What follows belongs to an exercise in optimizing a design on an open flow for small area, a short achievable clock period and few clock cycles; a production flow would make more cautious choices. Function was checked by simulation only, so behaviour that the tests miss may differ from the original. Power and IR drop assume default switching activity.

// lif_update_unit
module lif_update_unit #(
  parameter int unsigned LANES      = 16,
  parameter int unsigned DW         = 32,
  parameter int unsigned AW         = 5,
  parameter int unsigned LEAK_SHIFT = 4
) (
  input  logic                clk,
  input  logic                rst,
  input  logic                start,
  input  logic [AW-1:0]       base_addr,
  input  logic [LANES*DW-1:0] cur_in,
  input  logic [LANES*DW-1:0] vol_in,
  input  logic [DW-1:0]       vt_in,
  input  logic                stall,
  output logic                busy,
  output logic                done,
  output logic                wb_we,
  output logic [AW-1:0]       wb_wa,
  output logic [DW-1:0]       wb_wd,
  output logic [LANES-1:0]    spike_out,
  output logic [4:0]          spike_cnt
);
For scale: about 3,300 cells after synthesis, ~1,300 flip-flops, roughly 1,100 I/O pins.
Settings: LEC_CHECK=0, CAP_MARGIN=20, CORE_MARGIN=2, CORE_UTILIZATION=40, SLEW_MARGIN=20; clock period 10.0 ns.
standard.sh (not shown) runs the stock make flow with config.mk's settings and CLKGATE_MAP_FILE= SYNTH_SCRIPT=/design/flow/synth_recipe.tcl, a recipe that flattens the netlist after the stock synthesis.
==> flow/flow/run.sh <==
#!/bin/bash
# Standard ORFS layout with smaller input-port buffers, a smaller clock tree
# (no dummy loads, clkbuf_4/8) and a tighter internal repair target (the SDC
# is the standard flow's own, unchanged). Each tool's output is in orfs/logs; make's own
# output is in flow_standard.log.
set -euo pipefail
export BUFFER_PORTS_ARGS="-buffer_cell sky130_fd_sc_hd__buf_1"
export SETUP_SLACK_MARGIN=6.8
export ABC_CLOCK_PERIOD_IN_PS=3300
export ABC_AREA=1
export PLACE_DENSITY=0.85
export CTS_ARGS="-sink_clustering_enable -repair_clock_nets -dont_use_dummy_load -sink_clustering_size 20 -sink_clustering_max_diameter 80 -root_buf sky130_fd_sc_hd__clkbuf_16 -buf_list {sky130_fd_sc_hd__clkbuf_8 sky130_fd_sc_hd__clkbuf_16}"
bash standard.sh > flow_standard.log 2>&1
Testbench counts at the start, summed over its fixed seeds: cycles 19,232.
Rerun with:
--- a/flow/flow/run.sh
+++ b/flow/flow/run.sh
@@ -10,3 +10,2 @@
 export ABC_AREA=1
-export PLACE_DENSITY=0.85
 export CTS_ARGS="-sink_clustering_enable -repair_clock_nets -dont_use_dummy_load -sink_clustering_size 20 -sink_clustering_max_diameter 80 -root_buf sky130_fd_sc_hd__clkbuf_16 -buf_list {sky130_fd_sc_hd__clkbuf_8 sky130_fd_sc_hd__clkbuf_16}"
Outcome: The changed run went through all stages and came out clean; cell area goes down by 0.35%; setup slack is better by 0.15 ns; synthesized area does not change; clock-buffer cell count is lower by 3; power went down by 1.7%; core utilization goes down by 0.17 points; wire length is lower by 2.4%; global-route usage decreases by 0.66 points.
Rerun with:
--- a/flow/flow/run.sh
+++ b/flow/flow/run.sh
@@ -9,3 +9,2 @@
 export ABC_CLOCK_PERIOD_IN_PS=3300
-export ABC_AREA=1
 export CTS_ARGS="-sink_clustering_enable -repair_clock_nets -dont_use_dummy_load -sink_clustering_size 20 -sink_clustering_max_diameter 80 -root_buf sky130_fd_sc_hd__clkbuf_16 -buf_list {sky130_fd_sc_hd__clkbuf_8 sky130_fd_sc_hd__clkbuf_16}"
The changed run completed with no timing, DRC or antenna violations; first-iteration DRC count shrinks by 6.5%; setup slack degrades by 0.21 ns; combinational power shrinks by 32%; non-clock buffer count grows by 31; sequential share of layout area grows by 0.75 points; register-to-register slack degrades by 0.45 ns; area after synthesis shrinks by 2.0%; core utilization grows by 0.65 points; flip-flop and latch count stays the same; die area shrinks by 1.9%.

The RTL this note starts from:
==> flow/design.v <==
module lif_update_unit #(
  parameter int unsigned LANES      = 16,
  parameter int unsigned DW         = 32,
  parameter int unsigned AW         = 5,
  parameter int unsigned LEAK_SHIFT = 4
) (
  input  logic                clk,
  input  logic                rst,
  input  logic                start,
  input  logic [AW-1:0]       base_addr,
  input  logic [LANES*DW-1:0] cur_in,
  input  logic [LANES*DW-1:0] vol_in,
  input  logic [DW-1:0]       vt_in,
  input  logic                stall,
  output logic                busy,
  output logic                done,
  output logic                wb_we,
  output logic [AW-1:0]       wb_wa,
  output logic [DW-1:0]       wb_wd,
  output logic [LANES-1:0]    spike_out,
  output logic [4:0]          spike_cnt
);
  logic [LANES*DW-1:0] snap_v, snap_c;
  logic [DW-1:0]       vt_r;
  logic [AW-1:0]       base_r;
  logic                pend;           
  logic [LANES-1:0]    sel;            
  logic                val1, first1, last1;
  logic [DW-1:0]       v1, c1;
  logic                val2, first2, last2;
  logic [DW:0]         s2;
  logic [DW-1:0]       t2;
  logic                full, last_o;
  logic [DW-1:0] v_s, c_s;
  always_comb begin
    v_s = '0;
    c_s = '0;
    for (int i = 0; i < LANES; i++) begin
      v_s = v_s | ({DW{sel[i]}} & snap_v[DW*i +: DW]);
      c_s = c_s | ({DW{sel[i]}} & snap_c[DW*i +: DW]);
    end
  end
  logic [DW:0] xa, xb, xc, sum1, car1, s_1;
  always_comb begin
    xa   = {v1[DW-1], v1};
    xb   = ~{{(LEAK_SHIFT+1){v1[DW-1]}}, v1[DW-1:LEAK_SHIFT]};
    xc   = {c1[DW-1], c1};
    sum1 = xa ^ xb ^ xc;
    car1 = {((xa[DW-1:0] & xb[DW-1:0]) | (xa[DW-1:0] & xc[DW-1:0]) |
             (xb[DW-1:0] & xc[DW-1:0])), 1'b1};
    s_1  = sum1 + car1;
  end
  logic          fire2, negovf;
  logic [DW-1:0] wd2;
  always_comb begin
    fire2  = ($signed(s2) >= $signed({t2[DW-1], t2})) |
             (t2 == {1'b1, {(DW-1){1'b0}}});
    negovf = s2[DW] & ~s2[DW-1];
    wd2 = fire2 ? '0 : (negovf ? {1'b1, {(DW-1){1'b0}}} : s2[DW-1:0]);
  end
  logic adv, rd, acc;
  logic pend_n, full_n, we_n, last_o_n;
  logic [LANES-1:0] sel_n;
  always_comb begin
    acc    = start & ~busy;
    adv    = ~full | wb_we;
    rd     = adv & pend;
    pend_n = acc ? 1'b1 : ((rd && sel[LANES-1]) ? 1'b0 : pend);
    sel_n  = acc ? LANES'(1) : (rd ? {sel[LANES-2:0], sel[LANES-1]} : sel);
    full_n = adv ? val2 : full;
    last_o_n = (adv && val2) ? last2 : last_o;
    we_n   = full_n & ~stall;
  end
  always_ff @(posedge clk) begin
    if (~busy) begin
      snap_v <= vol_in;
      snap_c <= cur_in;
      vt_r   <= vt_in;
      base_r <= base_addr;
    end
    if (adv) begin
      v1     <= v_s;
      c1     <= c_s;
      first1 <= sel[0];
      last1  <= sel[LANES-1];
      s2     <= s_1;
      if (first1) t2 <= vt_r;
      first2 <= first1;
      last2  <= last1;
      if (val2) begin
        wb_wd <= wd2;
        wb_wa <= first2 ? base_r : wb_wa + 1'b1;
      end
    end
    last_o <= last_o_n;
    sel    <= sel_n;
  end
  always_ff @(posedge clk) begin
    if (rst) begin
      pend      <= 1'b0;
      val1      <= 1'b0;
      val2      <= 1'b0;
      full      <= 1'b0;
      wb_we     <= 1'b0;
      done      <= 1'b0;
      busy      <= 1'b0;
      spike_out <= '0;
      spike_cnt <= '0;
    end else begin
      pend <= pend_n;
      if (adv) begin
        val1 <= pend;
        val2 <= val1;
        if (val2) begin
          spike_out <= {fire2, spike_out[LANES-1:1]};
          spike_cnt <= (first2 ? 5'd0 : spike_cnt) + {4'd0, fire2};
        end
      end
      full  <= full_n;
      wb_we <= we_n;
      done  <= we_n & last_o_n;
      busy  <= pend_n & ~(sel_n[LANES-1] & (~full_n | we_n));
    end
  end
endmodule
==> flow/config.mk <==
export PLATFORM = sky130hd
export DESIGN_NAME = lif_update_unit
export DESIGN_NICKNAME = lif_update_unit
export VERILOG_FILES = /design/flow/design.v
export SDC_FILE = /design/flow/constraint.sdc
export NUM_CORES = 4
export LEC_CHECK = 0
export CAP_MARGIN = 20
export CORE_MARGIN = 2
export CORE_UTILIZATION = 40
export SLEW_MARGIN = 20
==> flow/constraint.sdc <==
create_clock -name core_clock -period 10.0 [get_ports {clk}]
set_input_delay 2.0000 -clock core_clock [delete_from_list [all_inputs] [get_ports {clk}]]
set_output_delay 2.0000 -clock core_clock [all_outputs]
set_load 0.01 [all_outputs]
==> flow/flow/run.sh <==
#!/bin/bash
# Standard ORFS layout with smaller input-port buffers, a smaller clock tree
# (no dummy loads, clkbuf_4/8) and a tighter internal repair target (the SDC
# is the standard flow's own, unchanged). Each tool's output is in orfs/logs; make's own
# output is in flow_standard.log.
set -euo pipefail
export BUFFER_PORTS_ARGS="-buffer_cell sky130_fd_sc_hd__buf_1"
export SETUP_SLACK_MARGIN=7.2
export ABC_CLOCK_PERIOD_IN_PS=3300
export CTS_ARGS="-sink_clustering_enable -repair_clock_nets -dont_use_dummy_load -sink_clustering_size 20 -sink_clustering_max_diameter 80 -root_buf sky130_fd_sc_hd__clkbuf_16 -buf_list {sky130_fd_sc_hd__clkbuf_8 sky130_fd_sc_hd__clkbuf_16}"
bash standard.sh > flow_standard.log 2>&1
The starting point ran to the end with no violations.
Testbench counts at the start, summed over its fixed seeds: cycles 19,232.
Then changed:
--- a/flow/flow/run.sh
+++ b/flow/flow/run.sh
@@ -6,5 +6,5 @@
 set -euo pipefail
 export BUFFER_PORTS_ARGS="-buffer_cell sky130_fd_sc_hd__buf_1"
-export SETUP_SLACK_MARGIN=7.2
+export SETUP_SLACK_MARGIN=6.8
 export ABC_CLOCK_PERIOD_IN_PS=3300
 export CTS_ARGS="-sink_clustering_enable -repair_clock_nets -dont_use_dummy_load -sink_clustering_size 20 -sink_clustering_max_diameter 80 -root_buf sky130_fd_sc_hd__clkbuf_16 -buf_list {sky130_fd_sc_hd__clkbuf_8 sky130_fd_sc_hd__clkbuf_16}"
Outcome:
- global-route usage came out lower by 0.17 points
- total power is lower by a little under a tenth
- wire length drops slightly
- combinational power is lower by a quarter to a third
- final cell count came out lower slightly
- worst hold slack barely changes
- sequential share of layout area goes up by 1.6 points
- design area is lower by a few percent
- fmax shrinks slightly
Then changed:
--- a/flow/flow/run.sh
+++ b/flow/flow/run.sh
@@ -8,4 +8,4 @@
 export SETUP_SLACK_MARGIN=6.8
 export ABC_CLOCK_PERIOD_IN_PS=3300
-export CTS_ARGS="-sink_clustering_enable -repair_clock_nets -dont_use_dummy_load -sink_clustering_size 20 -sink_clustering_max_diameter 80 -root_buf sky130_fd_sc_hd__clkbuf_16 -buf_list {sky130_fd_sc_hd__clkbuf_8 sky130_fd_sc_hd__clkbuf_16}"
+export CTS_ARGS="-sink_clustering_enable -repair_clock_nets -dont_use_dummy_load -root_buf sky130_fd_sc_hd__clkbuf_16 -buf_list {sky130_fd_sc_hd__clkbuf_4 sky130_fd_sc_hd__clkbuf_8}"
 bash standard.sh > flow_standard.log 2>&1
Design area grows by 1.9%. Via count grows by 2.7%. Critical path depth does not change. Total power grows by 5.3%. Clock skew grows by 20 ps. Final cell count grows by 2.7%.

## port drivers added, routing unchanged
Ports are ideal in the flow. The routed layouts listed here were re-timed in OpenROAD. Step 1, drivers: a clkbuf_16 drives clk and a buf_2 each remaining input, both assumed. Step 2 moves the port delays by t, midway between the first and last clock arrival at a register: inputs arrive t later, outputs are due t later. That takes back most of the time a late clock gives input paths. Three values: no drivers, after step 1, after step 2; two values: the first two.
run	shift t [ns]	setup WS [ns]	hold slack, ns	worst setup path at the end	worst register clock-pin slew, ns
the first run of note 1	0.742	6.605 / 6.523 / 6.695	0.417 / 0.417 / 0.417	input to register	0.09 / 0.09
the second run of note 1	0.724	6.754 / 6.676 / 6.748	0.409 / 0.409 / 0.409	input to register	0.09 / 0.09
the third run of note 1	0.725	6.545 / 6.545 / 6.545	0.425 / 0.425 / 0.425	register to register	0.09 / 0.09
the first run of note 2	0.715	6.686 / 6.621 / 6.853	0.425 / 0.425 / 0.425	input to register	0.09 / 0.09
the second run of note 2	0.716	6.668 / 6.601 / 6.781	0.424 / 0.424 / 0.424	register to register	0.09 / 0.09
the third run of note 2	0.810	6.613 / 6.545 / 6.702	0.412 / 0.412 / 0.412	register to register	0.07 / 0.07
After both steps every run listed still meets setup and hold. The setup slack of the second run of note 1, which loses most, moves by -0.078 ns with the drivers and by -0.006 ns with both steps.
